Context: an optimization exercise on an open-source flow, tuned for small area, a short achievable clock period and few clock cycles per item. The choices shown serve that exercise and are no tape-out recipe. Where RTL was checked, it was by simulation tests only, not by an equivalence proof against the original. For run 4, only the layout was checked, not whether the RTL still works. Power and IR drop assume default switching activity.

<file path="flow/constraint.sdc">
create_clock -name core_clock -period 9.0 [get_ports {aclk}]
set_input_delay 1.8000 -clock core_clock [delete_from_list [all_inputs] [get_ports {aclk}]]
set_output_delay 1.8000 -clock core_clock [all_outputs]
set_load 0.01 [all_outputs]
</file>
<file path="flow/config.mk">
export PLATFORM = sky130hd
export DESIGN_NAME = cpu_alu_with_flags
export DESIGN_NICKNAME = cpu_alu_with_flags
export VERILOG_FILES = /design/flow/design.v
export SDC_FILE = /design/flow/constraint.sdc
export NUM_CORES = 4
export LEC_CHECK = 0
export CAP_MARGIN = 20
export CORE_MARGIN = 2
export CORE_UTILIZATION = 40
export SETUP_SLACK_MARGIN = 5
export SLEW_MARGIN = 20
</file>
<file path="flow/run.sh">
#!/bin/bash
# synth_recipe.tcl (not shown) runs the flow's synth.tcl, then flattens the netlist and writes it again
# the make line also repeats each setting of config.mk as NAME=value (left out here)
make -C /OpenROAD-flow-scripts/flow DESIGN_CONFIG=/design/flow/config.mk WORK_HOME=/design/flow/orfs CLKGATE_MAP_FILE= SYNTH_SCRIPT=/design/flow/synth_recipe.tcl finish
</file>
<file path="flow/design.v">
package cafl_pkg;
    localparam int unsigned DATA_W    = 16;
    localparam int unsigned S_TDATA_W = 40;
    localparam int unsigned M_TDATA_W = 24;
    localparam logic [4:0] OP_MOV  = 5'd0;
    localparam logic [4:0] OP_ADD  = 5'd1;
    localparam logic [4:0] OP_SUB  = 5'd2;
    localparam logic [4:0] OP_UMUL = 5'd3;
    localparam logic [4:0] OP_SMUL = 5'd4;
    localparam logic [4:0] OP_UDIV = 5'd5;
    localparam logic [4:0] OP_SDIV = 5'd6;
    localparam logic [4:0] OP_UMOD = 5'd7;
    localparam logic [4:0] OP_SMOD = 5'd8;
    localparam logic [4:0] OP_AND  = 5'd9;
    localparam logic [4:0] OP_OR   = 5'd10;
    localparam logic [4:0] OP_XOR  = 5'd11;
    localparam logic [4:0] OP_NOT  = 5'd12;
    localparam logic [4:0] OP_NEG  = 5'd13;
    localparam logic [4:0] OP_INC  = 5'd14;
    localparam logic [4:0] OP_DEC  = 5'd15;
    localparam logic [4:0] OP_SHL  = 5'd16;
    localparam logic [4:0] OP_SHR  = 5'd17;
    localparam logic [4:0] OP_SAR  = 5'd18;
    localparam logic [4:0] OP_ROL  = 5'd19;
    localparam logic [4:0] OP_ROR  = 5'd20;
    localparam logic [4:0] OP_BTST = 5'd21;
    localparam logic [4:0] OP_ADC  = 5'd22;
    localparam logic [4:0] OP_SBC  = 5'd23;
    localparam logic [4:0] OP_MULC = 5'd24;
    localparam logic [4:0] OP_UCMP = 5'd30;
    localparam logic [4:0] OP_SCMP = 5'd31;
    localparam logic [2:0] K_NORM = 3'd0;   
    localparam logic [2:0] K_BTST = 3'd1;   
    localparam logic [2:0] K_CMP  = 3'd2;   
    localparam logic [2:0] K_ILL  = 3'd3;   
    localparam logic [2:0] K_DZ   = 3'd4;   
    localparam logic [2:0] K_MUL  = 3'd5;   
    localparam logic [2:0] K_DIV  = 3'd6;   
endpackage
module cafl_csa #(
    parameter int N = 22
) (
    input  logic [N-1:0] x,
    input  logic [N-1:0] y,
    input  logic [N-1:0] z,
    output logic [N-1:0] s,
    output logic [N-1:0] c
);
    assign s = x ^ y ^ z;
    assign c = ((x & y) | (x & z) | (y & z)) << 1;
endmodule
module cafl_prep #(
    parameter int W = 4
) (
    input  logic        aclk,
    input  logic        aresetn,
    input  logic        load,
    input  logic [15:0] a,          
    input  logic [15:0] b,          
    input  logic        sgn,        
    input  logic        neg,        
    input  logic        cin,        
    input  logic        release_i,
    output logic        busy,
    output logic [15:0] res,
    output logic        cy
);
    localparam int STEPS = 16 / W;
    localparam int VW    = 21;      
    logic [15:0] a_q, l_q;
    logic [16:0] hs_q, hc_q;
    logic        cb_q;
    logic        sgn_q, neg_q;
    logic [3:0]  cnt_q;
    logic [15:0] sa, sl;
    logic [16:0] shs, shc;
    logic        scb;
    assign sa  = load ? a : a_q;
    assign sl  = load ? b : l_q;
    assign shs = load ? 17'd0 : hs_q;
    assign shc = load ? 17'd0 : hc_q;
    assign scb = load ? cin : cb_q;
    logic [VW-1:0] pp [0:W-1];
    always_comb begin
        for (int j = 0; j < W; j++) begin
            pp[j] = ({{(VW-16){1'b0}}, sa} & {VW{sl[j]}}) << j;
        end
    end
    logic [VW-1:0] s1, c1, s2, c2, s3, c3, s4, c4;
    cafl_csa #(.N(VW)) u_c1 (.x({4'd0, shs}), .y({4'd0, shc}), .z(pp[0]), .s(s1), .c(c1));
    cafl_csa #(.N(VW)) u_c2 (.x(pp[1]), .y(pp[2]), .z(pp[3]), .s(s2), .c(c2));
    cafl_csa #(.N(VW)) u_c3 (.x(s1), .y(c1), .z(s2), .s(s3), .c(c3));
    cafl_csa #(.N(VW)) u_c4 (.x(s3), .y(c3), .z(c2), .s(s4), .c(c4));
    logic [W:0] low;
    assign low = {1'b0, s4[W-1:0]} + {1'b0, c4[W-1:0]} + {{W{1'b0}}, scb};
    always_ff @(posedge aclk) begin
        if (!aresetn) busy <= 1'b0;
        else if (load) busy <= 1'b1;
        else if (release_i) busy <= 1'b0;
    end
    always_ff @(posedge aclk) begin
        if (load || cnt_q != STEPS[3:0]) begin
            a_q   <= sa;
            l_q   <= {low[W-1:0], sl[15:W]};
            hs_q  <= s4[VW-1:W];
            hc_q  <= c4[VW-1:W];
            cb_q  <= low[W];
            cnt_q <= load ? 4'd1 : cnt_q + 1'b1;
        end
        if (load) begin
            sgn_q <= sgn;
            neg_q <= neg;
        end
    end
    logic [15:0] nl, hx, hk;
    logic        unused_c1, hnz;
    cafl_add #(.N(16)) u_nl (.a(~l_q), .b(16'd0), .ci(1'b1), .y(nl), .co(unused_c1));
    assign hx  = hs_q[15:0] ^ hc_q[15:0];
    assign hk  = {hs_q[14:0] | hc_q[14:0], cb_q};
    assign hnz = (hx != hk);
    assign res = neg_q ? nl : l_q;
    assign cy  = sgn_q ? (!neg_q && (hnz || l_q[15])) : hnz;
endmodule
module cafl_add #(
    parameter int N = 16
) (
    input  logic [N-1:0] a,
    input  logic [N-1:0] b,
    input  logic         ci,
    output logic [N-1:0] y,
    output logic         co
);
    logic [N-1:0] x, g, p;
    logic [N-1:0] gl [0:5];
    logic [N-1:0] pl [0:5];
    always_comb begin
        x = a ^ b;
        g = a & b;
        p = x;
        g[0] = g[0] | (p[0] & ci);
        p[0] = 1'b0;
        gl[0] = g;
        pl[0] = p;
        for (int l = 0; l < 5; l++) begin
            gl[l+1] = gl[l];
            pl[l+1] = pl[l];
            for (int i = 0; i < N; i++) begin
                if (((i >> l) & 1) == 1) begin
                    gl[l+1][i] = gl[l][i] | (pl[l][i] & gl[l][((i >> l) << l) - 1]);
                    pl[l+1][i] = pl[l][i] & pl[l][((i >> l) << l) - 1];
                end
            end
        end
        y[0] = x[0] ^ ci;
        for (int i = 1; i < N; i++) y[i] = x[i] ^ gl[5][i-1];
        co = gl[5][N-1];
    end
endmodule
module cafl_cneg #(
    parameter int N = 16
) (
    input  logic [N-1:0] a,
    input  logic         neg,
    output logic [N-1:0] y
);
    logic [N-1:0] lo;    
    always_comb begin
        lo[0] = 1'b0;
        for (int i = 1; i < N; i++) lo[i] = lo[i-1] | a[i-1];
        y = a ^ ({N{neg}} & lo);
    end
endmodule
module cafl_sub #(
    parameter int N = 18
) (
    input  logic [N-1:0] a,
    input  logic [N-1:0] b,
    output logic [N-1:0] d,
    output logic         ge
);
    cafl_add #(.N(N)) u_add (.a(a), .b(~b), .ci(1'b1), .y(d), .co(ge));
endmodule
module cafl_div_stage (
    input  logic        aclk,
    input  logic        aresetn,
    input  logic        load,       
    input  logic [15:0] num,        
    input  logic [1:0]  rem0,       
    input  logic [15:0] den,        
    input  logic [17:0] den3,       
    input  logic        sel_r,      
    input  logic        neg_q,      
    input  logic        neg_r,      
    input  logic        release_i,  
    output logic        busy,
    output logic [15:0] res
);
    logic [15:0] rem_q, nq_q, den_q;
    logic [17:0] den3_q;
    logic [3:0]  cnt_q;
    logic sel_r_q, neg_q_q, neg_r_q;
    logic [17:0] t, r1, r2, r3;
    logic        c1, c2, c3;
    logic [15:0] rem_n;
    logic [1:0]  qd;
    logic [17:0] den3_full;
    logic        unused_c3;
    cafl_add #(.N(18)) u_d3 (.a({2'b00, den_q}), .b({1'b0, den_q, 1'b0}), .ci(1'b0),
                             .y(den3_full), .co(unused_c3));
    assign t = {rem_q, nq_q[15:14]};
    cafl_sub #(.N(18)) u_s1 (.a(t), .b({2'b00, den_q}),        .d(r1), .ge(c1));
    cafl_sub #(.N(18)) u_s2 (.a(t), .b({1'b0, den_q, 1'b0}),   .d(r2), .ge(c2));
    cafl_sub #(.N(18)) u_s3 (.a(t), .b(den3_q),                .d(r3), .ge(c3));
    always_comb begin
        if (c3)      begin rem_n = r3[15:0]; qd = 2'd3; end
        else if (c2) begin rem_n = r2[15:0]; qd = 2'd2; end
        else if (c1) begin rem_n = r1[15:0]; qd = 2'd1; end
        else         begin rem_n = t[15:0];  qd = 2'd0; end
    end
    always_ff @(posedge aclk) begin
        if (!aresetn) busy <= 1'b0;
        else if (load) busy <= 1'b1;
        else if (release_i) busy <= 1'b0;
    end
    always_ff @(posedge aclk) begin
        if (load) begin
            rem_q   <= {14'd0, rem0};
            nq_q    <= num;
            den_q   <= den;
            den3_q  <= den3;
            cnt_q   <= 4'd1;
            sel_r_q <= sel_r;
            neg_q_q <= neg_q;
            neg_r_q <= neg_r;
        end else if (cnt_q != 4'd8) begin
            if (cnt_q == 4'd1) den3_q <= den3_full;
            rem_q <= rem_n;
            nq_q  <= {nq_q[13:0], qd};
            cnt_q <= cnt_q + 1'b1;
        end
    end
    logic [15:0] dmr, negq;
    logic        unused_ge, unused_co;
    cafl_sub #(.N(16)) u_dmr (.a(den_q), .b(rem_q), .d(dmr), .ge(unused_ge));
    cafl_add #(.N(16)) u_neg (.a(~nq_q), .b(16'd0), .ci(1'b1), .y(negq), .co(unused_co));
    always_comb begin
        if (sel_r_q) res = (neg_r_q && rem_q != '0) ? dmr : rem_q;
        else         res = neg_q_q ? negq : nq_q;
    end
endmodule
module cafl_post (
    input  logic        aclk,
    input  logic        aresetn,
    input  logic        push,       
    input  logic [20:0] din,
    output logic        full,       
    output logic        full_n,     
    output logic        m_tvalid,
    input  logic        m_tready,
    output logic [23:0] m_tdata
);
    logic        hv, sv;
    logic [20:0] head, skid;
    logic        take;
    assign take = hv && m_tready;
    assign full = sv;
    always_comb begin
        full_n = sv;
        if (sv) begin
            if (take) full_n = 1'b0;
        end else if (push) begin
            if (hv && !take) full_n = 1'b1;
        end
    end
    always_ff @(posedge aclk) begin
        if (!aresetn) begin
            hv <= 1'b0;
            sv <= 1'b0;
        end else begin
            sv <= full_n;
            if (!sv) begin
                if (push) begin
                    if (!(hv && !take)) hv <= 1'b1;
                end else if (take) begin
                    hv <= 1'b0;
                end
            end
        end
    end
    always_ff @(posedge aclk) begin
        if (sv) begin
            if (take) head <= skid;
        end else if (push) begin
            if (hv && !take) skid <= din;
            else head <= din;
        end
    end
    assign m_tvalid = hv;
    assign m_tdata  = {3'b000, head};
endmodule
module cpu_alu_with_flags (
    input  logic                            aclk,
    input  logic                            aresetn,
    input  logic                            s_tvalid,
    output logic                            s_tready,
    input  logic [cafl_pkg::S_TDATA_W-1:0]  s_tdata,
    output logic                            m_tvalid,
    input  logic                            m_tready,
    output logic [cafl_pkg::M_TDATA_W-1:0]  m_tdata
);
    localparam int MW    = 4;             
    localparam int NDIV  = 2;             
    localparam int DXFER = 9;             
    localparam int ND    = DXFER;         
    localparam int MXFER = 16 / MW + 1;   
    localparam int R_S   = 0;    
    localparam int R_SUM = 1;    
    localparam int R_AND = 2;
    localparam int R_OR  = 3;
    localparam int R_XOR = 4;
    localparam int R_NOT = 5;
    localparam int R_SH  = 6;    
    localparam int R_D   = 7;    
    localparam int C_CO  = 0;    
    localparam int C_NCO = 1;    
    localparam int C_SC  = 2;    
    localparam int C_D15 = 3;    
    typedef struct packed {
        logic [2:0] kind;
        logic [7:0] rsel;
        logic [3:0] csel;
        logic       zx_bt;    
        logic       zx_eq;    
        logic       nega;     
        logic       b_s;      
        logic       b_ns;     
        logic       b_one;    
        logic       b_d;      
        logic       cin;
        logic       left;     
        logic       mlo;      
        logic       mhi;      
        logic       fill;     
        logic       big;      
        logic       dneg;     
        logic       sneg;     
        logic [2:0] ds;       
        logic       divop;    
        logic       mulop;    
        logic       sel_r;    
        logic       negq;
        logic       negr;
        logic       msgn;     
        logic       mneg;     
        logic       mcin;     
    } ctl_t;
    function automatic ctl_t decode(input logic [4:0] op, input logic [15:0] dv,
                                    input logic [15:0] sv, input logic c);
        ctl_t k;
        logic bigs, sz;
        k = '0;
        bigs = |sv[15:4];
        sz   = (sv == 16'd0);
        k.kind = cafl_pkg::K_NORM;
        k.b_s  = 1'b1;
        k.rsel[R_D] = 1'b1;
        case (op)
            cafl_pkg::OP_MOV: k.rsel = 8'd1 << R_S;
            cafl_pkg::OP_ADD: begin k.rsel = 8'd1 << R_SUM; k.csel[C_CO] = 1'b1; k.b_s = 1'b1; end
            cafl_pkg::OP_ADC: begin
                k.rsel = 8'd1 << R_SUM; k.csel[C_CO] = 1'b1; k.b_s = 1'b1; k.cin = c;
            end
            cafl_pkg::OP_SUB: begin
                k.rsel = 8'd1 << R_SUM; k.csel[C_NCO] = 1'b1; k.b_s = 1'b0; k.b_ns = 1'b1;
                k.cin = 1'b1;
            end
            cafl_pkg::OP_SBC: begin
                k.rsel = 8'd1 << R_SUM; k.csel[C_NCO] = 1'b1; k.b_s = 1'b0; k.b_ns = 1'b1;
                k.cin = !c;
            end
            cafl_pkg::OP_UMUL, cafl_pkg::OP_SMUL, cafl_pkg::OP_MULC: begin
                k.kind = cafl_pkg::K_MUL;
                k.mulop = 1'b1;
                k.msgn = (op == cafl_pkg::OP_SMUL);
                k.dneg = (op == cafl_pkg::OP_SMUL) && dv[15];
                k.sneg = (op == cafl_pkg::OP_SMUL) && sv[15];
                k.mneg = (op == cafl_pkg::OP_SMUL) && (dv[15] ^ sv[15]);
                k.mcin = (op == cafl_pkg::OP_MULC) && c;
            end
            cafl_pkg::OP_UDIV, cafl_pkg::OP_SDIV, cafl_pkg::OP_UMOD, cafl_pkg::OP_SMOD: begin
                k.kind  = sz ? cafl_pkg::K_DZ : cafl_pkg::K_DIV;
                k.divop = 1'b1;
                if (sz) begin
                    k.rsel = 8'd1 << R_S;
                    k.b_s  = 1'b0;
                    k.b_d  = 1'b1;
                end
                k.dneg  = ((op == cafl_pkg::OP_SDIV) || (op == cafl_pkg::OP_SMOD)) && dv[15];
                k.sneg  = (op == cafl_pkg::OP_SDIV) && sv[15];
                if (sv[15:3] == 13'd0 && sv[2:0] <= 3'd5)
                    k.ds = sv[2:0];
                else if (k.sneg && sv[15:3] == 13'h1FFF && sv[2:0] >= 3'd3)
                    k.ds = 3'd0 - sv[2:0];
                k.sel_r = (op == cafl_pkg::OP_UMOD) || (op == cafl_pkg::OP_SMOD);
                k.negq  = (op == cafl_pkg::OP_SDIV) && (dv[15] ^ sv[15]);
                k.negr  = (op == cafl_pkg::OP_SMOD) && dv[15];
            end
            cafl_pkg::OP_AND: k.rsel = 8'd1 << R_AND;
            cafl_pkg::OP_OR:  k.rsel = 8'd1 << R_OR;
            cafl_pkg::OP_XOR: k.rsel = 8'd1 << R_XOR;
            cafl_pkg::OP_NOT: k.rsel = 8'd1 << R_NOT;
            cafl_pkg::OP_NEG: k.nega = 1'b1;    
            cafl_pkg::OP_INC: begin
                k.rsel = 8'd1 << R_SUM; k.csel[C_CO] = 1'b1; k.cin = 1'b1; k.b_s = 1'b0;
            end
            cafl_pkg::OP_DEC: begin
                k.rsel = 8'd1 << R_SUM; k.csel[C_NCO] = 1'b1; k.b_one = 1'b1; k.b_s = 1'b0;
            end
            cafl_pkg::OP_SHL: begin
                k.rsel = 8'd1 << R_SH; k.csel[C_D15] = 1'b1; k.left = 1'b1; k.mlo = 1'b1; k.big = bigs;
            end
            cafl_pkg::OP_SHR: begin k.rsel = 8'd1 << R_SH; k.mhi = 1'b1; k.big = bigs; end
            cafl_pkg::OP_SAR: begin
                k.rsel = 8'd1 << R_SH; k.mhi = 1'b1; k.fill = 1'b1; k.big = bigs;
            end
            cafl_pkg::OP_ROL: begin k.rsel = 8'd1 << R_SH; k.left = 1'b1; end
            cafl_pkg::OP_ROR: k.rsel = 8'd1 << R_SH;
            cafl_pkg::OP_BTST: begin k.kind = cafl_pkg::K_BTST; k.zx_bt = 1'b1; end
            cafl_pkg::OP_UCMP: begin
                k.kind = cafl_pkg::K_CMP; k.csel[C_NCO] = 1'b1; k.b_s = 1'b0; k.b_ns = 1'b1;
                k.cin = 1'b1; k.zx_eq = 1'b1;
            end
            cafl_pkg::OP_SCMP: begin
                k.kind = cafl_pkg::K_CMP; k.csel[C_SC] = 1'b1; k.b_s = 1'b0; k.b_ns = 1'b1;
                k.cin = 1'b1;
                k.zx_eq = 1'b1;
            end
            default: k.kind = cafl_pkg::K_ILL;
        endcase
        decode = k;
    endfunction
    logic        r1_v;
    logic [15:0] aa, bb;
    logic [3:0]  ramt;
    ctl_t        k;
    logic [15:0] aa_in, bb_in;
    ctl_t        k_in;
    logic [ND:1]       dl_v;
    logic [ND:1][2:0]  dl_k;
    logic [ND:1][15:0] dl_res;
    logic [ND:1]       dl_cy;
    logic [ND:1]       dl_zx;
    logic adv, full, issue, r1_take;
    logic is_mul, is_div;
    assign adv    = !full;
    assign is_mul = (k.kind == cafl_pkg::K_MUL);
    assign is_div = (k.kind == cafl_pkg::K_DIV);
    logic [15:0] res;
    logic        cy, zx;
    logic        cout;
    logic [15:0] sum;
    logic [3:0]  n;
    logic [15:0] rot, tlo, thi, shv;
    logic [31:0] dd;
    cafl_add #(.N(16)) u_alu_add (.a(aa), .b(bb), .ci(k.cin), .y(sum), .co(cout));
    always_comb begin
        n    = bb[3:0];
        dd   = {aa, aa};
        rot  = dd[ramt +: 16];
        for (int i = 0; i < 16; i++) begin
            tlo[i] = (i < n);
            thi[i] = ((15 - i) < n);
        end
        if (k.big) shv = {16{k.fill & aa[15]}};
        else shv = (rot & ~({16{k.mlo}} & tlo) & ~({16{k.mhi}} & thi))
                 | ({16{k.fill & aa[15]}} & thi);
        res = ({16{k.rsel[R_S]}}   & bb)
            | ({16{k.rsel[R_SUM]}} & sum)
            | ({16{k.rsel[R_AND]}} & (aa & bb))
            | ({16{k.rsel[R_OR]}}  & (aa | bb))
            | ({16{k.rsel[R_XOR]}} & (aa ^ bb))
            | ({16{k.rsel[R_NOT]}} & ~aa)
            | ({16{k.rsel[R_SH]}}  & shv)
            | ({16{k.rsel[R_D]}}   & aa);
        cy  = (k.csel[C_CO] & cout) | (k.csel[C_NCO] & !cout)
            | (k.csel[C_SC] & ((aa[15] ^ !bb[15]) ? aa[15] : !cout))
            | (k.csel[C_D15] & aa[15]);
        zx  = (k.zx_bt & !aa[n]) | (k.zx_eq & ((aa ^ bb) == 16'hFFFF));
    end
    logic [15:0] num, den;    
    logic        m_busy, m_cy, m_rel;
    logic [15:0] m_res;
    assign m_rel = adv && dl_v[MXFER-1] && (dl_k[MXFER-1] == cafl_pkg::K_MUL);
    cafl_prep #(.W(MW)) u_mul (
        .aclk      (aclk),
        .aresetn   (aresetn),
        .load      (issue && is_mul),
        .a         (num),
        .b         (den),
        .sgn       (k.msgn),
        .neg       (k.mneg),
        .cin       (k.mcin),
        .release_i (m_rel),
        .busy      (m_busy),
        .res       (m_res),
        .cy        (m_cy)
    );
    logic [NDIV-1:0] dv_busy, dv_load, dv_rel;
    logic [NDIV-1:0][15:0] dv_res;
    logic [0:0]  wp, rp;
    logic        rd_div;
    logic [17:0] den3;
    assign num = aa;
    assign den = bb;
    logic [1:0] t1, q1, r1;
    always_comb begin
        t1 = aa[15:14];
        if (k.ds == 3'd1) begin
            q1 = t1;
            r1 = 2'd0;
        end else if ((k.ds == 3'd2 || k.ds == 3'd3) && t1 >= k.ds[1:0]) begin
            q1 = 2'd1;
            r1 = t1 - k.ds[1:0];
        end else begin
            q1 = 2'd0;
            r1 = t1;
        end
    end
    always_comb begin
        case (k.ds)
            3'd1: den3 = 18'd3;
            3'd2: den3 = 18'd6;
            3'd3: den3 = 18'd9;
            3'd4: den3 = 18'd12;
            3'd5: den3 = 18'd15;
            default: den3 = 18'd16;
        endcase
    end
    assign rd_div = adv && dl_v[DXFER-1] && (dl_k[DXFER-1] == cafl_pkg::K_DIV);
    for (genvar j = 0; j < NDIV; j++) begin : g_div
        assign dv_load[j] = issue && is_div && (wp == j);
        assign dv_rel[j]  = rd_div && (rp == j);
        cafl_div_stage u_div (
            .aclk      (aclk),
            .aresetn   (aresetn),
            .load      (dv_load[j]),
            .num       ({num[13:0], q1}),
            .rem0      (r1),
            .den       (den),
            .den3      (den3),
            .sel_r     (k.sel_r),
            .neg_q     (k.negq),
            .neg_r     (k.negr),
            .release_i (dv_rel[j]),
            .busy      (dv_busy[j]),
            .res       (dv_res[j])
        );
    end
    always_ff @(posedge aclk) begin
        if (!aresetn) begin
            wp <= '0;
            rp <= '0;
        end else begin
            if (issue && is_div) wp <= ~wp;
            if (rd_div) rp <= ~rp;
        end
    end
    logic            r1_take_q, issue_q;
    assign issue = issue_q;
    logic            full_n, adv_n, r1_v_n, m_busy_n, m_rel_n, rd_div_n;
    logic [2:0]      kind_n, mk_n, dk_n;
    logic            mv_n, dvv_n;
    logic [0:0]      wp_n, rp_n;
    logic [NDIV-1:0] dv_busy_n;
    logic            is_mul_n, is_div_n, can_issue_n;
    always_comb begin
        adv_n    = !full_n;
        r1_v_n   = r1_take ? s_tvalid : r1_v;
        kind_n   = (r1_take && s_tvalid) ? k_in.kind : k.kind;
        is_mul_n = (r1_take && s_tvalid) ? k_in.mulop : k.mulop;
        is_div_n = (r1_take && s_tvalid) ? k_in.divop : k.divop;
        mv_n     = adv ? dl_v[MXFER-2] : dl_v[MXFER-1];
        mk_n     = adv ? dl_k[MXFER-2] : dl_k[MXFER-1];
        dvv_n    = adv ? dl_v[DXFER-2] : dl_v[DXFER-1];
        dk_n     = adv ? dl_k[DXFER-2] : dl_k[DXFER-1];
        m_busy_n = (issue && is_mul) ? 1'b1 : m_rel ? 1'b0 : m_busy;
        for (int j = 0; j < NDIV; j++)
            dv_busy_n[j] = dv_load[j] ? 1'b1 : dv_rel[j] ? 1'b0 : dv_busy[j];
        wp_n     = (issue && is_div) ? ~wp : wp;
        rp_n     = rd_div ? ~rp : rp;
        m_rel_n  = adv_n && mv_n && (mk_n == cafl_pkg::K_MUL);
        rd_div_n = adv_n && dvv_n && (dk_n == cafl_pkg::K_DIV);
        can_issue_n = 1'b1;
        if (is_mul_n && m_busy_n && !m_rel_n) can_issue_n = 1'b0;
        if (is_div_n && dv_busy_n[wp_n] && !(rd_div_n && (rp_n == wp_n))) can_issue_n = 1'b0;
    end
    always_ff @(posedge aclk) begin
        if (!aresetn) begin
            r1_take_q <= 1'b1;
            issue_q   <= 1'b0;
        end else begin
            r1_take_q <= !r1_v_n || (adv_n && can_issue_n);
            issue_q   <= r1_v_n && adv_n && can_issue_n;
        end
    end
    assign r1_take  = r1_take_q;
    assign s_tready = r1_take_q;
    logic [15:0] ad_in, as_in;
    cafl_cneg #(.N(16)) u_absd (.a(s_tdata[20:5]), .neg(k_in.nega | k_in.dneg), .y(ad_in));
    cafl_cneg #(.N(16)) u_abss (.a(s_tdata[36:21]), .neg(k_in.sneg), .y(as_in));
    always_comb begin
        k_in  = decode(s_tdata[4:0], s_tdata[20:5], s_tdata[36:21], s_tdata[37]);
        aa_in = ad_in;
        bb_in = ({16{k_in.b_s}} & as_in) | ({16{k_in.b_ns}} & ~s_tdata[36:21])
              | ({16{k_in.b_d}} & s_tdata[20:5]) | {16{k_in.b_one}};
    end
    always_ff @(posedge aclk) begin
        if (!aresetn) r1_v <= 1'b0;
        else if (r1_take) r1_v <= s_tvalid;
    end
    always_ff @(posedge aclk) begin
        if (r1_take && s_tvalid) begin
            aa   <= aa_in;
            bb   <= bb_in;
            ramt <= k_in.left ? 4'd0 - s_tdata[24:21] : s_tdata[24:21];
            k    <= k_in;
        end
    end
    always_ff @(posedge aclk) begin
        if (!aresetn) dl_v <= '0;
        else if (adv) dl_v <= {dl_v[ND-1:1], issue};
    end
    always_ff @(posedge aclk) begin
        if (adv) begin
            dl_k[1]   <= k.kind;
            dl_res[1] <= res;
            dl_cy[1]  <= cy;
            dl_zx[1]  <= zx;
            for (int i = 2; i <= ND; i++) begin
                if (i == MXFER && dl_k[i-1] == cafl_pkg::K_MUL) begin
                    dl_k[i]   <= cafl_pkg::K_NORM;
                    dl_res[i] <= m_res;
                    dl_cy[i]  <= m_cy;
                    dl_zx[i]  <= 1'b0;
                end else if (i == DXFER && dl_k[i-1] == cafl_pkg::K_DIV) begin
                    dl_k[i]   <= cafl_pkg::K_NORM;
                    dl_res[i] <= dv_res[rp];
                    dl_cy[i]  <= 1'b0;
                    dl_zx[i]  <= 1'b0;
                end else begin
                    dl_k[i]   <= dl_k[i-1];
                    dl_res[i] <= dl_res[i-1];
                    dl_cy[i]  <= dl_cy[i-1];
                    dl_zx[i]  <= dl_zx[i-1];
                end
            end
        end
    end
    logic [15:0] o_res;
    logic        o_cy, o_zf, o_wr, o_ill, o_dz;
    logic [2:0]  ok;
    always_comb begin
        ok    = dl_k[ND];
        o_res = dl_res[ND];
        o_cy  = dl_cy[ND];
        o_zf  = dl_zx[ND] || ((ok != cafl_pkg::K_CMP) && (o_res == '0));
        o_wr  = (ok == cafl_pkg::K_NORM);
        o_ill = (ok == cafl_pkg::K_ILL);
        o_dz  = (ok == cafl_pkg::K_DZ);
    end
    cafl_post u_out (
        .aclk     (aclk),
        .aresetn  (aresetn),
        .push     (adv && dl_v[ND]),
        .din      ({o_dz, o_ill, o_wr, o_zf, o_cy, o_res}),
        .full     (full),
        .full_n   (full_n),
        .m_tvalid (m_tvalid),
        .m_tready (m_tready),
        .m_tdata  (m_tdata)
    );
endmodule
</file>
==> metrics.md, run 1 <==
| Metric | Value |
|---|---|
| DR iter-0 viols | 2074 |
| Final worst path period need | about 4.0 ns |
| Worst rel slew slack | 0.312 |
| Die H | 297 um |
| Top cells by area, synth | edfxtp_1 (41%), ha_1 (8.9%), fa_1 (5.9%) |
| Register area share after synthesis | 0.450 |
| Hold depth | 0 |
| Sequential share of power | 0.345 |
| Area grow syn2layout | 12.7% |
| RSZ-0062 raised after global routing | no |
| Clock transition at the registers of the reported paths | about 0.06 ns |
| Clock Tree Root | clkbuf_16 |
| IO Count | 70 |
| Crit-path cells | clkdlybuf4s50_1 -> nor4_2 -> nand4b_1 -> nor2_2 -> and3_2 -> a32oi_1 -> o32ai_4 -> buf_12 -> o311ai_0 |
| Slew @ Worst Pin | 1.03 ns |
| Post-DP HPWL | 64.1 mm |
| Share of async-settable or async-resettable flops after synthesis | 0 |
| Syn Area/Cell | 10.5 sq um |
| Die width | 297 um |
| Total of max-cap violations | 0 |
| Pwr dens | 304 nW/um^2 |
| Die area | about 88000 sq um |
| Setup TNS | 0 ns |
| Sw Ratio | 0.388 |
| HP Class | reg2reg |
| Skew final | 0.0292 ns |
| Vias per Instance | 5.44 |
| Internal Dissipation | just over 7 mW |
| Slowest-stage cell, CP | clkdlybuf4s50_1 |
| H-tree depth | 2 |
| Status | no timing/DRC/antenna violations |
| Yosys top cell area share | 0.414 |
| Grt ovf | 0 |
| Antenna-violating nets left | 0 |
| Layout cells sized above 1 | 0.0912 |
| Crit-path max FO | 8 |
| Setup CP Type | in2reg |
| Final Routed Wirelength | about 90 mm |
| CTS sink cnt | 534 |
| CP max stage delay | 0.53 ns |
| Synth warnings | 13 |
| Flop2flop setup slack | 5.13 ns |
| Required time worst endpoint | 9.36 ns |
| Row cnt | 107 |
| Critical path endpoint category | flip-flop |
| Finished Core Util | 0.455 |
| Clk latency of the worst-skew pair | 0.64 ns |
| Synth Cell Area | between 30000 and 40000 sq um |
| Routed WL per cell | 19.9 um |
| Final period util | 0.442 |
| Leakage power | 15.5 nW |
| Antenna violations before repair | 7 |
| Gp weighted congestion | 0.904 |
| DRT Pass-1 Iters | 5 |
| Worst Reg-to-Reg Cells | 13 |
| First-pass GRT wire length | 140 mm |
| Syn Inst Count | 3265 |
| Finish-stage setup viols | 0 |
| Pins over their slew limit | 0 |
| Hold EP | dl_res[101] |
| Total power | 11.8 mW |
| Initial Utilization | 0.403 |
| Max VDD drop | approximately 0.00032 V |
| Arrival time worst endpoint | 4.33 ns |
| CP Buf/Inv Count | 2 |
| Via count | 24500 |
| Core area | 85000 sq um |
| RR Endpoint | u_mul.cb_q |
| Worst min-delay path startpoint | dl_res[85] |
| Synth Flop Type | edfxtp_1 |
| Number of global-route vias before repair | around 24000 |
| Synth cell types | 79 |
| CTS buffer count | 58 |
| Family with the most delay on the worst path | simple AND/OR/NAND/NOR gates |
| Synth area leader | edfxtp_1 |
| PortBufs | 64 |
| Yosys reg bits | between 500 and 600 |
| Clock share of power | 0.208 |
| Comb power frac | 0.447 |
| DRC | 0 |
| Largest net degree at the start of global routing | 129 |
| NumNets Final | 3697 |
| Final hold violation count | 0 |
| Tot GR Track Use | 0.202 |
| Clk buf depth | 3 |
| CTS tree | yes |
| CP startpoint kind | primary input |
| FF-to-FF Start | k[39] |
| Sw power | 4.57 mW |
| Post-synth EDFFs | 473 |
| Max Fclk | 252 MHz |
[state kept, by name (all words and copies together) (netlist names), 21 cells and up]
signal / count
dl_k: 27
dl_res: 144
g_div.u_div.den3_q: 36
g_div.u_div.den_q: 32
g_div.u_div.nq_q: 32
g_div.u_div.rem_q: 32
k: 32
u_out.head: 21
u_out.skid: 21
[through the flow]
step | std cells | setup WS, ns | hold slack (ns) | area, sq um
2_1_floorplan | 3267 | 4.94 | 0.400 | 34400
3_3_place_gp | 4361 | 3.69 | 0.400 | 36200
5_1_grt | 4502 | 4.95 | 0.417 | 38600
4_1_cts | 4484 | 4.99 | 0.411 | 38400
6_report | 4503 | 5.03 | 0.409 | 38600
3_5_place_dp | 4361 | 3.63 | 0.405 | 36200
[layer usage]
metal,GRT usage,part of all wire
met5,0,0
met2,0.332,0.47
met1,0.265,0.43
met4,0.0927,0.049
met3,0.0276,0.058
[cell families (layout without fill, tap and decap cells)]
group | Yosys count | count (layout) | synth area share
DFF | 534 | 534 | 0.450
muxes | 141 | 141 | 0.0518
and+or+nand+nor | 834 | 834 | 0.112
AOI/OAI and AO/OA | 753 | 753 | 0.138
xor gates and xnor gates | 192 | 192 | 0.0490
buffers and inverters | 465 | 554 | 0.0513
adders and majority gates | 345 | 345 | 0.148
other | 1 | 6 | 0.000109
[synth_stat cells (51+ instances only)]
cell        n
mux2_2     61
nor2_1    274
a21oi_1   219
ha_1      244
o21ai_0   221
mux2i_1    57
dfxtp_1    61
clkbuf_1  120
nand2_1   267
fa_1      101
xnor2_1   141
edfxtp_1  473
xor2_1     51
inv_1     314
[power by group through the flow]
| stage | Sequential [mW] | Clock [mW] | Combinational (mW) |
|---|---|---|---|
| floorplan | 3.85 | 0 | 3.98 |
| global placement | 4.09 | 0 | 5.08 |
| detailed placement | 4.10 | 0 | 5.17 |
| CTS | 4.05 | 2.50 | 5.22 |
| global route | 4.12 | 2.59 | 6.05 |
| finish | 4.05 | 2.44 | 5.26 |
[area by class of cell]
type | count | area [sq um]
Antenna cell | 3 | 7.51
Timing Repair Buffer | 128 | 1230
Inverter | 318 | 1210
Clock buffer | 70 | 1520
Fill cell | 8018 | 46400
Sequential cell | 534 | 15400
Clock inverter | 38 | 449
Multi-Input combinational cell | 2268 | 17400
Tap cell | 1144 | 1430
[layout by cell type (no fill, tap or decap), types with 23 or more instances in the layout]
master and count:
a211oi_1 27, a221oi_1 25, nand2_1 266, clkbuf_16 60, nor4_1 26, a21oi_1 213, xor2_1 51, o21ai_0 217
mux4_2 23, inv_1 311, xnor2_1 141, nor3_1 35, ha_1 240, o211ai_1 31, nand3_1 37, nor2b_1 36
clkdlybuf4s50_1 52, a21o_1 44, mux2_2 61, dfxtp_1 60, edfxtp_1 473, nor2_1 269, fa_1 101, mux2i_1 57
buf_4 54, nand2b_1 44
[worst max path at each step]
stage                           start  cells after the start      to
after floorplan            s_tdata[8]                      8  aa[15]
after global placement    s_tdata[26]                     10   bb[6]
after detailed placement  s_tdata[26]                     10   bb[7]
after CTS                 s_tdata[28]                     11   bb[7]
after global routing      s_tdata[30]                     10   bb[7]
final                     s_tdata[30]                      9   bb[7]
[what timing repair did]
action                                  4_1_cts  5_1_grt
buffers inserted                             13       13
gates cloned                                  2        2
endpoints found under the setup margin       26       43
pin swaps                                     2        6
resized for setup                            27       36
hold buffers                                  0        0
Testbench counts, summed over its fixed seeds: cycles 17,787, items 16,000.
==> run 2: changes to the inputs <==
==> flow/flow/run.sh (new file) <==
#!/bin/bash
# Layout flow: the standard flow (standard.sh, unchanged synthesis and
# steps) with a stronger setup-repair target for the resizer. The clock,
# its period and the I/O constraints are the design's own.
set -euo pipefail
bash standard.sh SETUP_SLACK_MARGIN=6 finish > standard_flow.log 2>&1
==> flow/standard.sh (new file) <==
#!/bin/bash
# synth_recipe.tcl (not shown) runs the flow's synth.tcl, then flattens the netlist and writes it again
# the make line also repeats each setting of config.mk as NAME=value (left out here)
make -C /OpenROAD-flow-scripts/flow DESIGN_CONFIG=/design/flow/config.mk WORK_HOME=/design/flow/orfs CLKGATE_MAP_FILE= SYNTH_SCRIPT=/design/flow/synth_recipe.tcl "${@:-finish}"
--- a/flow/config.mk
+++ b/flow/config.mk
@@ -10,3 +10,2 @@
 export CORE_UTILIZATION = 40
-export SETUP_SLACK_MARGIN = 5
 export SLEW_MARGIN = 20
removed: flow/run.sh
==> run 2 against run 1 <==
Routed wire length increased by 8.9%. Critical path type is now reg2reg. Maximum frequency grew 7.2%. Largest power group unchanged. Register-to-register slack better by 0.16 ns. Critical path depth grew 3. Synthesized cell count unchanged. Sequential share of layout area fell by 3.3 points. Still clean on timing, DRC and antenna. Sequential power is essentially flat. Core utilization increased by 4.2 points. Cell count grew 4.0%. Synthesized area unchanged. Power rose by 12%. First-iteration DRC count is 4.0% lower.
==> metrics.md, run 2 <==
| Metric | Value |
|---|---|
| # fillers | 7614 (-5.0%) |
| Sw power | 5.18 mW (+14%) |
| Final period util | 0.412 (-0.0298) |
| Setup TNS | 0 ns (unchanged) |
| Gp weighted congestion | 0.907 (+0.35%) |
| Slew @ Worst Pin | 1.08 ns (+0.0515 ns) |
| Pins over their slew limit | 0 (unchanged) |
| Die H | 297 um (unchanged) |
| Routed WL per cell | 20.9 um (+4.7%) |
| RSZ-0062 raised after global routing | yes |
| Critical path depth in cells | 12 (+3) |
| Final worst path period need | 3.71 ns (-0.268 ns) |
| Register area share after synthesis | 0.450 (unchanged) |
| CTS sink cnt | 534 (unchanged) |
| Finish-stage setup viols | 0 (unchanged) |
| Most flops, register | dl_res |
| Pre-CTS setup slack | 3.94 ns (+0.310 ns) |
| Pwr dens | 312 nW/um^2 (+2.6%) |
| Required time worst endpoint | 9.39 ns (+0.03 ns) |
| CP startpoint kind | flip-flop |
| Antenna violations before repair | 6 (-1) |
| Tot GR Track Use | 0.214 (+0.0123) |
| Clock share of power | 0.185 (-0.023) |
| Antenna-violating nets left | 0 (unchanged) |
| Most frequent cells in the layout | edfxtp_1 (473), inv_1 (281), nand2_1 (256), nor2_1 (241), ha_1 (221) |
| Yosys reg bits | 534 (unchanged) |
| Family with the most delay on the worst path | adder cells |
| Arrival time worst endpoint | 4.10 ns (-0.23 ns) |
| Syn Inst Count | 3265 (unchanged) |
| Leakage power | 16.9 nW (+9.0%) |
| Non-Filler Instances | 4685 (+4.0%) |
| Syn Area/Cell | 10.5 sq um (unchanged) |
| Post-DP HPWL | 64.7 mm (+0.88%) |
| Synth warnings | 13 (unchanged) |
| CP Buf/Inv Count | 3 (+1) |
| Initial Utilization | 0.403 (unchanged) |
| NumNets Final | 3878 (+4.9%) |
| Worst Reg-to-Reg Cells | 12 (-1) |
| Critical path endpoint category | flip-flop |
| Core area | 85000 sq um (unchanged) |
| Crit-path max FO | 13 (+5) |
| Sw Ratio | 0.394 (+0.00545) |
| Die width | 297 um (unchanged) |
| Setup CP Type | reg2reg |
| First-pass GRT wire length | 147 mm (+5.5%) |
| Vias per Instance | 5.50 (+1.1%) |
| Final hold violation count | 0 (unchanged) |
| Synth Flop Type | edfxtp_1 |
| DR iter-0 viols | 1992 (-4.0%) |
| Synth area leader | edfxtp_1 |
| Layout cells sized above 1 | 0.230 (+0.139) |
| CP max stage delay | 0.56 ns (+0.03 ns) |
| Post-synth EDFFs | 473 (unchanged) |
| Clock transition at the registers of the reported paths | 0.06 ns (about the same) |
| CTS tree | yes |
| Clk buf depth | 3 (unchanged) |
| Max Fclk | 270 MHz (+7.2%) |
| Crit-path cells | nand4b_1 -> buf_12 -> buf_16 -> nor2_4 -> a21oi_4 -> or2_4 -> fa_1 -> fa_1 -> inv_2 -> fa_2 -> ha_4 -> a31o_2 |
| Max VDD drop | 0.000275 V (-15%) |
| Slowest-stage cell, CP | fa_1 |
| HP Class | reg2reg |
| Synth Cell Area | 34300 sq um (unchanged) |
| Largest registers | dl_res x144, g_div.u_div.den3_q x36 |
| Placed Cells | 4356 (-0.11%) |
| Worst rel slew slack | 0.259 (-0.0530) |
| Hold buffers post-CTS | 0 (unchanged) |
| Synth cell types | 79 (unchanged) |
| PortBufs | 64 (unchanged) |
| DRC | 0 (unchanged) |
| CTS buffer count | 59 (+1.7%) |
| Internal Dissipation | 7.98 mW (+11%) |
| Number of global-route vias before repair | 24900 (+3.8%) |
| Clk latency of the worst-skew pair | 0.66 ns (+0.02 ns) |
| Hold depth | 0 (unchanged) |
| Clock Tree Root | clkbuf_16 |
| Grt ovf | 0 (unchanged) |
| Sequential share of power | 0.310 (-0.035) |
| Top cells by area, synth | edfxtp_1 (41%), ha_1 (8.9%), fa_1 (5.9%) |
| Count leader, synth | edfxtp_1 |
| DRT Pass-1 Iters | 5 (unchanged) |
| Final Routed Wirelength | 97.8 mm (+8.9%) |
| Die area | 88100 sq um (unchanged) |
| Largest register FFs | 144 (unchanged) |
| Post-synth top cells | edfxtp_1 (473), inv_1 (314), nor2_1 (274), nand2_1 (267), ha_1 (244) |
| H-tree depth | 2 (unchanged) |
| Share of async-settable or async-resettable flops after synthesis | 0 (unchanged) |
| Largest net degree at the start of global routing | 191 (+48%) |
| Slack of the critical path | 5.29 ns (+0.268 ns) |
| Comb power frac | 0.505 (+0.058) |
| Yosys top cell area share | 0.414 (unchanged) |
| Row cnt | 107 (unchanged) |
| Finished Core Util | 0.496 (+0.0417) |
| Skew final | 0.0494 ns (+0.0203 ns) |
| IO Count | 70 (unchanged) |
| Via count | 25800 (+5.2%) |
| Most frequent cell on the critical path | fa_1 |
| Area grow syn2layout | 23.0% |
| Commonest non-fill, non-tap cell in the layout | edfxtp_1 |
| Status | no timing/DRC/antenna violations |
| Total of max-cap violations | 0 (unchanged) |
## run 2: cell counts after synthesis
No cell type changed its count.
## run 2: final cells by class
cell class / instances / area, sq um / share of cell area
clock inverter: 39 / 462 / 0.0109
inverter: 318 / 1240 / 0.0293
antenna: 4 / 10.0 / 0.000237
timing repair buffer: 304 / 2980 / 0.0707
multi-input combinational: 2271 / 19100 / 0.452
tap: 1144 / 1430 / 0.0339
sequential: 534 / 15500 / 0.366
clock buffer: 70 / 1520 / 0.0360
timing repair inverter: 1 / 11.3 / 0.000267
## run 2: routing by layer
layer  GRT usage  vias to the layer above  routed length (um)
met2       0.360                      781               47100
met1       0.274                    12600               40400
li1            -                    12200                   -
met3      0.0262                      209                5130
met4       0.103                        0                5150
met5           0                        -                   0
## run 2: final timing paths
kind	startpoint	endpoint	slack, ns
hold / removal	dl_res[65]	dl_res[81]	0.39
setup / recovery	k[39]	u_mul.cb_q	5.29
hold reg to reg	dl_res[65]	dl_res[81]	0.39
setup reg to reg	k[39]	u_mul.cb_q	5.29
## run 2: timing repair
action / 4_1_cts / 5_1_grt
endpoints found under the setup margin: 342 / 153
pin swaps: 115 / 121
cloned: 8 / 6
gates resized for setup: 443 / 209
buffers inserted: 145 / 56
## run 2: cells by family after synthesis
logic type / synth area share
muxes: 0.0518
buffers and inverters: 0.0513
and+or+nand+nor: 0.112
xor gates and xnor gates: 0.0490
AOI/OAI and AO/OA: 0.138
DFF: 0.450
other: 0.000109
adders and majority gates: 0.148
## run 2: power groups by stage
stage	logic, mW	clock network, mW	registers [mW]
2_1_floorplan	4.09	0	3.87
3_3_place_gp	5.17	0	4.12
3_5_place_dp	5.26	0	4.13
4_1_cts	6.03	2.49	4.06
5_1_grt	7.43	2.58	4.14
6_report	6.65	2.44	4.08
## run 2: worst register-to-register path: stages, from the launching register on
cell and delay [ns]:
edfxtp_1 0.38, nand4b_1 0.27, buf_12 0.20, buf_16 0.15, nor2_4 0.12, a21oi_4 0.06
or2_4 0.24, fa_1 0.48, fa_1 0.56, inv_2 0.04, fa_2 0.56, ha_4 0.21
a31o_2 0.20
## run 2: stage by stage
stage | cell area (sq um) | hold WS [ns] | total power, mW
floorplan | 34900 | 0.400 | 7.96
global placement | 36500 | 0.401 | 9.28
detailed placement | 36500 | 0.405 | 9.39
CTS | 40700 | 0.382 | 12.6
global route | 42200 | 0.384 | 14.1
finish | 42200 | 0.391 | 13.2
==> run 3: changes to the inputs <==
--- a/flow/design.v
+++ b/flow/design.v
@@ -195,3 +195,4 @@
     output logic        busy,
-    output logic [15:0] res
+    output logic [15:0] res,
+    output logic        zf          
 );
@@ -249,2 +250,3 @@
     end
+    assign zf = sel_r_q ? (rem_q == 16'd0) : (nq_q == 16'd0);
 endmodule
@@ -312,4 +314,4 @@
     localparam int NDIV  = 2;             
-    localparam int DXFER = 9;             
-    localparam int ND    = DXFER;         
+    localparam int ND    = 8;             
+    localparam int DXFER = ND + 1;        
     localparam int MXFER = 16 / MW + 1;   
@@ -509,2 +511,3 @@
     logic [NDIV-1:0][15:0] dv_res;
+    logic [NDIV-1:0]       dv_zf;
     logic [0:0]  wp, rp;
@@ -555,3 +558,4 @@
             .busy      (dv_busy[j]),
-            .res       (dv_res[j])
+            .res       (dv_res[j]),
+            .zf        (dv_zf[j])
         );
@@ -644,7 +648,2 @@
                     dl_zx[i]  <= 1'b0;
-                end else if (i == DXFER && dl_k[i-1] == cafl_pkg::K_DIV) begin
-                    dl_k[i]   <= cafl_pkg::K_NORM;
-                    dl_res[i] <= dv_res[rp];
-                    dl_cy[i]  <= 1'b0;
-                    dl_zx[i]  <= 1'b0;
                 end else begin
@@ -663,6 +662,12 @@
         ok    = dl_k[ND];
-        o_res = dl_res[ND];
-        o_cy  = dl_cy[ND];
-        o_zf  = dl_zx[ND] || ((ok != cafl_pkg::K_CMP) && (o_res == '0));
-        o_wr  = (ok == cafl_pkg::K_NORM);
+        if (ok == cafl_pkg::K_DIV) begin
+            o_res = dv_res[rp];
+            o_cy  = 1'b0;
+            o_zf  = dv_zf[rp];
+        end else begin
+            o_res = dl_res[ND];
+            o_cy  = dl_cy[ND];
+            o_zf  = dl_zx[ND] || ((ok != cafl_pkg::K_CMP) && (o_res == '0));
+        end
+        o_wr  = (ok == cafl_pkg::K_NORM) || (ok == cafl_pkg::K_DIV);
         o_ill = (ok == cafl_pkg::K_ILL);
==> flow/run.sh (new file) <==
#!/bin/bash
# synth_recipe.tcl (not shown) runs the flow's synth.tcl, then flattens the netlist and writes it again
# the make line also repeats each setting of config.mk as NAME=value (left out here)
make -C /OpenROAD-flow-scripts/flow DESIGN_CONFIG=/design/flow/config.mk WORK_HOME=/design/flow/orfs CLKGATE_MAP_FILE= SYNTH_SCRIPT=/design/flow/synth_recipe.tcl finish
--- a/flow/config.mk
+++ b/flow/config.mk
@@ -10,2 +10,3 @@
 export CORE_UTILIZATION = 40
+export SETUP_SLACK_MARGIN = 5
 export SLEW_MARGIN = 20
removed: flow/flow/run.sh
removed: flow/standard.sh
==> run 3 against run 2 <==
Still clean. Die area shrank 0.58%. Clock skew shrank 0.0016 ns. Power shrank 10%. Count of clock-buffer cells in the layout grew 2. Via count shrank 3.1%. Largest power group unchanged.
==> metrics.md, run 3 <==
| Metric | Value |
|---|---|
| CTS sink cnt | 512 (-4.1%) |
| Arrival time worst endpoint | 4.29 ns (+0.19 ns) |
| Area grow syn2layout | 12.9% |
| Post-synth EDFFs | 452 (-4.4%) |
| Grt ovf | 0 (unchanged) |
| Setup CP Type | reg2reg |
| NumNets Final | 3734 (-3.7%) |
| HP Class | reg2reg |
| Largest net degree at the start of global routing | 100 (-48%) |
| IO Count | 70 (unchanged) |
| Synth area leader | edfxtp_1 |
| Largest register FFs | 128 (-11%) |
| First-pass GRT wire length | 142 mm (-3.3%) |
| Yosys top cell area share | 0.398 (-0.0160) |
| Pre-CTS setup slack | 3.72 ns (-0.213 ns) |
| DRT Pass-1 Iters | 6 (+1) |
| Gp weighted congestion | 0.916 (+0.95%) |
| H-tree depth | 2 (unchanged) |
| Internal Dissipation | 7.18 mW (-10%) |
| Number of global-route vias before repair | 23800 (-4.4%) |
| Status | no timing/DRC/antenna violations |
| Max VDD drop | 0.000281 V (+2.0%) |
| Comb power frac | 0.454 (-0.051) |
| Placed Cells | 4389 (+0.76%) |
| Non-Filler Instances | 4540 (-3.1%) |
| Largest registers | dl_res x128, g_div.u_div.den3_q x36 |
| Total of max-cap violations | 0 (unchanged) |
| DR iter-0 viols | 2187 (+9.8%) |
| Crit-path max FO | 5 (-8) |
| Vias per Instance | 5.49 (about the same) |
| Syn Area/Cell | 10.3 sq um (-1.6%) |
| Final worst path period need | 3.87 ns (+0.165 ns) |
| PortBufs | 64 (unchanged) |
| Post-synth top cells | edfxtp_1 (452), inv_1 (317), nor2_1 (288), ha_1 (243), nand2_1 (232) |
| Hold buffers post-CTS | 0 (unchanged) |
| Critical path endpoint category | flip-flop |
| Tot GR Track Use | 0.212 (-0.00188) |
| Worst rel slew slack | 0.339 (+0.0804) |
| Slack of the critical path | 5.13 ns (-0.165 ns) |
| CTS buffer count | 58 (-1.7%) |
| Syn Inst Count | 3300 (+1.1%) |
| Clk buf depth | 3 (unchanged) |
| Most flops, register | dl_res |
| CTS tree | yes |
| Yosys reg bits | 512 (-4.1%) |
| Most frequent cells in the layout | edfxtp_1 (452), inv_1 (315), nor2_1 (284), ha_1 (240), nand2_1 (232) |
| Slew @ Worst Pin | 0.991 ns (-0.0925 ns) |
| Row cnt | 107 (unchanged) |
| Die area | 87600 sq um (-0.58%) |
| RSZ-0062 raised after global routing | no |
| Top cells by area, synth | edfxtp_1 (40%), ha_1 (8.9%), fa_1 (5.9%) |
| Initial Utilization | 0.402 (-0.00175) |
| Max Fclk | 258 MHz (-4.3%) |
| Total power | 11.8 mW (-10%) |
| DRC | 0 (unchanged) |
| Clock share of power | 0.215 (+0.030) |
| Final Routed Wirelength | 93.0 mm (-4.9%) |
| Layout cells sized above 1 | 0.0884 (-0.142) |
| Sw power | 4.63 mW (-11%) |
| Die width | 296 um (-0.29%) |
| Core area | 84900 sq um (-0.16%) |
| Register area share after synthesis | 0.433 (-0.0164) |
| Required time worst endpoint | 9.42 ns (+0.03 ns) |
| Pwr dens | 307 nW/um^2 (-1.6%) |
| Count leader, synth | edfxtp_1 |
| Routed WL per cell | 20.5 um (-1.8%) |
| Post-DP HPWL | 66.2 mm (+2.4%) |
| CP startpoint kind | flip-flop |
| Hold Slack | 0.411 ns (+0.0198 ns) |
| Clock Tree Root | clkbuf_16 |
| Antenna-violating nets left | 0 (unchanged) |
| Synth Flop Type | edfxtp_1 |
| Sequential share of power | 0.331 (+0.021) |
| Sw Ratio | 0.392 (-0.00209) |
| Finish-stage setup viols | 0 (unchanged) |
| Clk latency of the worst-skew pair | 0.66 ns (about the same) |
| Synth warnings | 13 (unchanged) |
| Setup TNS | 0 ns (unchanged) |
| Die H | 296 um (-0.29%) |
| Final period util | 0.430 (+0.0183) |
| Pins over their slew limit | 0 (unchanged) |
| Via count | 24900 (-3.1%) |
| Final hold violation count | 0 (unchanged) |
| Skew final | 0.0478 ns (-0.00164 ns) |
| Synth cell types | 86 (+8.9%) |
| Share of async-settable or async-resettable flops after synthesis | 0 (unchanged) |
| Commonest non-fill, non-tap cell in the layout | edfxtp_1 |
| Synth Cell Area | 34100 sq um (-0.59%) |
| Leakage power | 15.4 nW (-9.1%) |
| Clock transition at the registers of the reported paths | 0.06 ns (about the same) |
| Antenna violations before repair | 5 (-1) |
## run 3: critical path, cell delays in order, from the launching register on
cell,delay [ns]
edfxtp_1,0.49
nand4b_1,0.22
buf_4,0.17
bufbuf_16,0.27
nor2_2,0.10
a21oi_2,0.08
or2_2,0.30
fa_1,0.49
fa_1,0.50
inv_1,0.05
fa_1,0.52
ha_4,0.21
a31o_2,0.24
## run 3: through the flow
step | utilization | area (sq um)
CTS | 0.451 | 38300
global placement | 0.423 | 35900
floorplan | - | 34100
finish | 0.453 | 38500
detailed placement | 0.423 | 35900
global route | 0.453 | 38500
## run 3: layer usage
layer | routed length [um] | global-route usage
met1 | 40600 | 0.289
met2 | 42400 | 0.337
met3 | 5480 | 0.0298
met4 | 4460 | 0.0958
met5 | 9 | 0
## run 3: worst paths after layout
kind / start / end / cells past startpoint / slack (ns)
max: k[39] / u_mul.cb_q / 12 / 5.13
max reg2reg: k[39] / u_mul.cb_q / 12 / 5.13
min: dl_res[22] / dl_res[38] / 0 / 0.41
min reg2reg: dl_res[22] / dl_res[38] / 0 / 0.41
## run 3: cell type report
type,instances,area [sq um]
Fill cell,8052,46400
Sequential cell,512,14800
Antenna cell,1,2.50
Tap cell,1144,1430
Inverter,322,1220
Timing Repair Buffer,135,1300
Clock buffer,72,1540
Multi-Input combinational cell,2317,17700
Clock inverter,37,498
## run 3: repair_timing
item,in CTS,in global routing
resized for setup,32,20
pin swaps,7,6
gates cloned,3,0
endpoints found under the setup margin,43,60
setup buffers,24,12
## run 3: power groups by stage
| stage | registers, mW | logic (mW) | clock network (mW) |
|---|---|---|---|
| CTS | 3.90 | 5.35 | 2.59 |
| global placement | 3.95 | 5.09 | 0 |
| global route | 3.98 | 6.10 | 2.67 |
| finish | 3.91 | 5.37 | 2.54 |
| detailed placement | 3.96 | 5.18 | 0 |
| floorplan | 3.70 | 3.99 | 0 |
## run 3: cells by family (layout without fill, tap and decap cells)
group | Yosys count | after routing | share of synthesized area
compound gates | 802 | 802 | 0.152
xor+xnor | 169 | 169 | 0.0434
fa+ha+maj | 344 | 344 | 0.148
buf+inv | 473 | 566 | 0.0529
flops | 512 | 512 | 0.433
mux | 137 | 137 | 0.0513
other cells | 1 | 4 | 0.000110
simple gates | 862 | 862 | 0.119
Testbench counts of run 3, summed over its fixed seeds: cycles 17,779, items 16,000.
==> run 4: changes to the inputs <==
--- a/flow/design.v
+++ b/flow/design.v
@@ -339,3 +339,2 @@
         logic       b_one;    
-        logic       b_d;      
         logic       cin;
@@ -394,7 +393,2 @@
                 k.divop = 1'b1;
-                if (sz) begin
-                    k.rsel = 8'd1 << R_S;
-                    k.b_s  = 1'b0;
-                    k.b_d  = 1'b1;
-                end
                 k.dneg  = ((op == cafl_pkg::OP_SDIV) || (op == cafl_pkg::OP_SMOD)) && dv[15];
@@ -467,2 +461,4 @@
     cafl_add #(.N(16)) u_alu_add (.a(aa), .b(bb), .ci(k.cin), .y(sum), .co(cout));
+    logic [15:0] dres;
+    cafl_cneg #(.N(16)) u_dres (.a(aa), .neg(k.dneg), .y(dres));
     always_comb begin
@@ -485,3 +481,3 @@
             | ({16{k.rsel[R_SH]}}  & shv)
-            | ({16{k.rsel[R_D]}}   & aa);
+            | ({16{k.rsel[R_D]}}   & dres);
         cy  = (k.csel[C_CO] & cout) | (k.csel[C_NCO] & !cout)
@@ -618,3 +614,3 @@
         bb_in = ({16{k_in.b_s}} & as_in) | ({16{k_in.b_ns}} & ~s_tdata[36:21])
-              | ({16{k_in.b_d}} & s_tdata[20:5]) | {16{k_in.b_one}};
+              | {16{k_in.b_one}};
     end
--- a/flow/config.mk
+++ b/flow/config.mk
@@ -10,2 +10,4 @@
 export CORE_UTILIZATION = 40
+export CTS_CLUSTER_DIAMETER = 100
+export CTS_CLUSTER_SIZE = 30
 export SETUP_SLACK_MARGIN = 5
==> run 4 against run 3 <==
Critical endpoint is now k[38]. Cell area shrank 2.5%. Highest routed layer is now met4. Count of clock-buffer cells in the layout shrank 35. Maximum frequency shrank 1.5%. Worst setup slack lost 0.061 ns. Worst hold slack lost 0.025 ns. Sequential power is essentially flat.
==> metrics.md, run 4 <==
| Metric | Value |
|---|---|
| Status | no timing/DRC/antenna violations |
| Hold Slack | 0.386 ns (-0.0248 ns) |
| Post-synthesis simple-gate area fraction | 0.125 (+0.00645) |
| HP Class | reg2reg |
| Mux cell area share after synthesis | 0.0434 (-0.00789) |
| Routed WL per cell | 20.2 um (-1.2%) |
| DR iter-0 viols | 2198 (+0.50%) |
| Top cells by area, synth | edfxtp_1 (40%), ha_1 (8.9%), fa_1 (5.9%) |
| Sw Ratio | 0.413 (+0.0214) |
| Clock Tree Root | clkbuf_16 |
| Most frequent cells in the layout | edfxtp_1 (453), inv_1 (311), nor2_1 (285), nand2_1 (285), ha_1 (241) |
| Non-Filler Instances | 4512 (-0.62%) |
| Tot GR Track Use | 0.207 (-0.00509) |
| CTS buffer count | 29 (-50%) |
| Vias per Instance | 5.52 (+0.41%) |
| Post-Synth Adder-Cell Area | 0.148 (about the same) |
| Clk latency of the worst-skew pair | 0.65 ns (about the same) |
| Synth Area in Compound Gates | 0.149 (-0.00253) |
| Internal Dissipation | 6.37 mW (-11%) |
| CTS tree | yes |
| Gp weighted congestion | 0.942 (+2.9%) |
| First-pass GRT wire length | 140 mm (-1.5%) |
| Die width | 296 um (+0.12%) |
| Antenna violations before repair | 3 (-2) |
| DRC | 0 (unchanged) |
| Post-DP HPWL | 66.6 mm (+0.60%) |
| Largest registers | dl_res x128, g_div.u_div.den3_q x36, k x33 |
| Clock share of power | 0.149 (-0.066) |
| Antenna-violating nets left | 0 (unchanged) |
| Setup CP Type | in2reg |
| Clock transition at the registers of the reported paths | 0.12 ns (+0.06 ns) |
| Arrival time worst endpoint | 4.32 ns (+0.03 ns) |
| Initial Utilization | 0.403 (+0.000988) |
| Leakage power | 14.9 nW (-2.7%) |
| Layout cells sized above 1 | 0.0763 (-0.0120) |
| Pins over their slew limit | 0 (unchanged) |
| Final period util | 0.437 (+0.00674) |
| H-tree depth | 1 (-1) |
| NumNets Final | 3733 (-0.027%) |
| Syn Area/Cell | 10.2 sq um (-0.87%) |
| Die H | 296 um (+0.12%) |
| Via count | 24900 (-0.20%) |
| Yosys top cell area share | 0.398 (about the same) |
| PortBufs | 64 (unchanged) |
| Required time worst endpoint | 9.39 ns (-0.03 ns) |
| Count leader, synth | edfxtp_1 |
| Critical path endpoint category | flip-flop |
| DRT Pass-1 Iters | 7 (+1) |
| Core area | 84900 sq um (unchanged) |
| Placed cell areas | 36000 sq um (+0.30%) |
| Total of max-cap violations | 0 (unchanged) |
| Worst rel slew slack | 0.324 (-0.0148) |
| Synth warnings | 13 (unchanged) |
| Final hold violation count | 0 (unchanged) |
| Sequential share of power | 0.359 (+0.028) |
| # fillers | 8231 (+2.2%) |
| Finish-stage setup viols | 0 (unchanged) |
| Setup TNS | 0 ns (unchanged) |
| Pwr dens | 290 nW/um^2 (-5.6%) |
| Synth area leader | edfxtp_1 |
| Placed Cells | 4425 (+0.82%) |
| Commonest non-fill, non-tap cell in the layout | edfxtp_1 |
| Most flops, register | dl_res |
| Number of global-route vias before repair | 23500 (-1.5%) |
| Skew final | 0.0360 ns (-0.0118 ns) |
| Area grow syn2layout | 9.72% |
| Final worst path period need | 3.93 ns (+0.0607 ns) |
| Largest family of logic cells by synthesized area | compound AO/OA/AOI/OAI gates |
| XOR/XNOR Fraction of Synth Area | 0.0474 (+0.00399) |
| Largest register FFs | 128 (unchanged) |
| Post-synth EDFFs | 453 (+0.22%) |
| Synth cell types | 92 (+7.0%) |
| RSZ-0062 raised after global routing | yes |
| Die area | 87800 sq um (+0.24%) |
| Synth Flop Type | edfxtp_1 |
| Clk buf depth | 3 (unchanged) |
| Max Fclk | 254 MHz (-1.5%) |
| Largest net degree at the start of global routing | 101 (+1.0%) |
| Crit-path max FO | 5 (unchanged) |
| Row cnt | 107 (unchanged) |
| Comb power frac | 0.492 (+0.038) |
| Final Routed Wirelength | 91.4 mm (-1.8%) |
| Sw power | 4.49 mW (-3.0%) |
| Yosys reg bits | 513 (+0.20%) |
| CP startpoint kind | primary input |
| Max VDD drop | 0.000231 V (-18%) |
| Hold buffers post-CTS | 0 (unchanged) |
| Slew @ Worst Pin | 1.01 ns (+0.0223 ns) |
| IO Count | 70 (unchanged) |
| Synth Cell Area | 34200 sq um (+0.25%) |
| Post-synth top cells | edfxtp_1 (453), inv_1 (315), nor2_1 (286), nand2_1 (285), ha_1 (244) |
| Share of async-settable or async-resettable flops after synthesis | 0 (unchanged) |
| CTS sink cnt | 513 (+0.20%) |
| Grt ovf | 0 (unchanged) |
| Syn Inst Count | 3337 (+1.1%) |
| Final instance area | 37500 sq um (-2.5%) |
| Register area share after synthesis | 0.433 (about the same) |
## run 4: changes by cell type after synthesis, sizes merged, moves of 13 or more
cell,previous run,this run
a21o,60,39
mux2i,60,38
nand2,232,285
o21ai,224,211
or4,4,18
xnor2,116,129
## run 4: critical path, stage by stage
cell and delay [ns]:
clkdlybuf4s50_1 0.49, nor4_2 0.28, nand2_1 0.09, or4_1 0.44, or4_4 0.47, nor3_2 0.17, a21oi_1 0.12, nand2_1 0.10
o21ai_1 0.06, a32o_2 0.28
## run 4: per-stage QoR
step | power [mW] | worst slack [ns] | util
2_1_floorplan | 7.75 | 4.70 | -
5_1_grt | 11.8 | 4.89 | 0.442
4_1_cts | 10.8 | 4.87 | 0.439
3_3_place_gp | 9.08 | 4.04 | 0.424
6_report | 10.9 | 5.07 | 0.442
3_5_place_dp | 9.18 | 4.03 | 0.424
## run 4: final timing paths
check,startpoint,to,slack (ns),cells after the start
worst max-delay path,s_tdata[27],k[38],5.07,10
worst min-delay path,dl_res[2],dl_res[18],0.39,0
worst max register to register,k[38],u_mul.cb_q,5.11,13
worst min register to register,dl_res[2],dl_res[18],0.39,0
## run 4: per-layer routing
metal / share of wire / vias up / GRT usage
met3: 0.054 / 143 / 0.0245
li1: - / 12000 / -
met4: 0.039 / 0 / 0.0763
met1: 0.45 / 12000 / 0.291
met2: 0.46 / 702 / 0.330
met5: 0 / - / 0
## run 4: timing repair
action,CTS,global route
resized for setup,30,25
pin swaps,7,8
setup endpoints to repair,51,34
gates cloned,2,2
setup buffers,11,16
## run 4: logic make-up (layout without fill, tap and decap cells)
| kind of cell | after synthesis | after routing |
|---|---|---|
| other cells | 1 | 4 |
| simple gates | 911 | 911 |
| fa+ha+maj | 345 | 345 |
| flops | 513 | 513 |
| buf+inv | 476 | 504 |
| xor+xnor | 185 | 185 |
| compound gates | 791 | 791 |
| mux | 115 | 115 |
## run 4: power groups by stage
stage	Clock [mW]	Sequential [mW]	Combinational [mW]
finish	1.62	3.90	5.34
global route	1.73	3.97	6.12
CTS	1.66	3.90	5.28
detailed placement	0	3.96	5.22
global placement	0	3.95	5.13
floorplan	0	3.71	4.04
## run 4: area by class of cell
type | count | area, sq um | share of cell area
inverter | 319 | 1220 | 0.0325
clock buffer | 37 | 766 | 0.0204
antenna | 1 | 2.50 | 0.0000667
tap | 1144 | 1430 | 0.0382
timing repair buffer | 131 | 1270 | 0.0338
multi-input combinational | 2350 | 17700 | 0.473
clock inverter | 17 | 289 | 0.00771
sequential | 513 | 14800 | 0.395

==> what the ideal ports hide <==
The results above use ideal ports. As a check the final layouts listed here were re-extracted and re-timed, cells and wires unchanged.
Step 1, drivers: a clkbuf_16 drives aclk and a buf_2 each remaining input, both assumed.
Step 2, shift: input delay + t, output delay - t, t = (earliest + latest rising clock arrival at the registers) / 2. This alone moves slack from input paths to output paths.
Three values: ideal, step 1, step 2; two values: the first two.
run	t, ns	slack for setup (ns)	hold slack, ns	clock arrival spread, ns	pins driven straight from the clock port
run 1	0.692	5.026 / 5.061 / 4.370	0.409 / 0.409 / 0.409	0.029 / 0.029	1
run 2	0.694	5.294 / 5.294 / 4.691	0.391 / 0.391 / 0.391	0.050 / 0.050	1
run 3	0.693	5.129 / 5.129 / 4.468	0.411 / 0.411 / 0.411	0.049 / 0.048	1
run 4	0.696	5.069 / 5.098 / 4.403	0.386 / 0.386 / 0.386	0.038 / 0.037	1
After both steps every run listed still meets setup and hold. The setup slack of run 4, which loses most, moves by +0.029 ns with the drivers and by -0.666 ns with both steps.
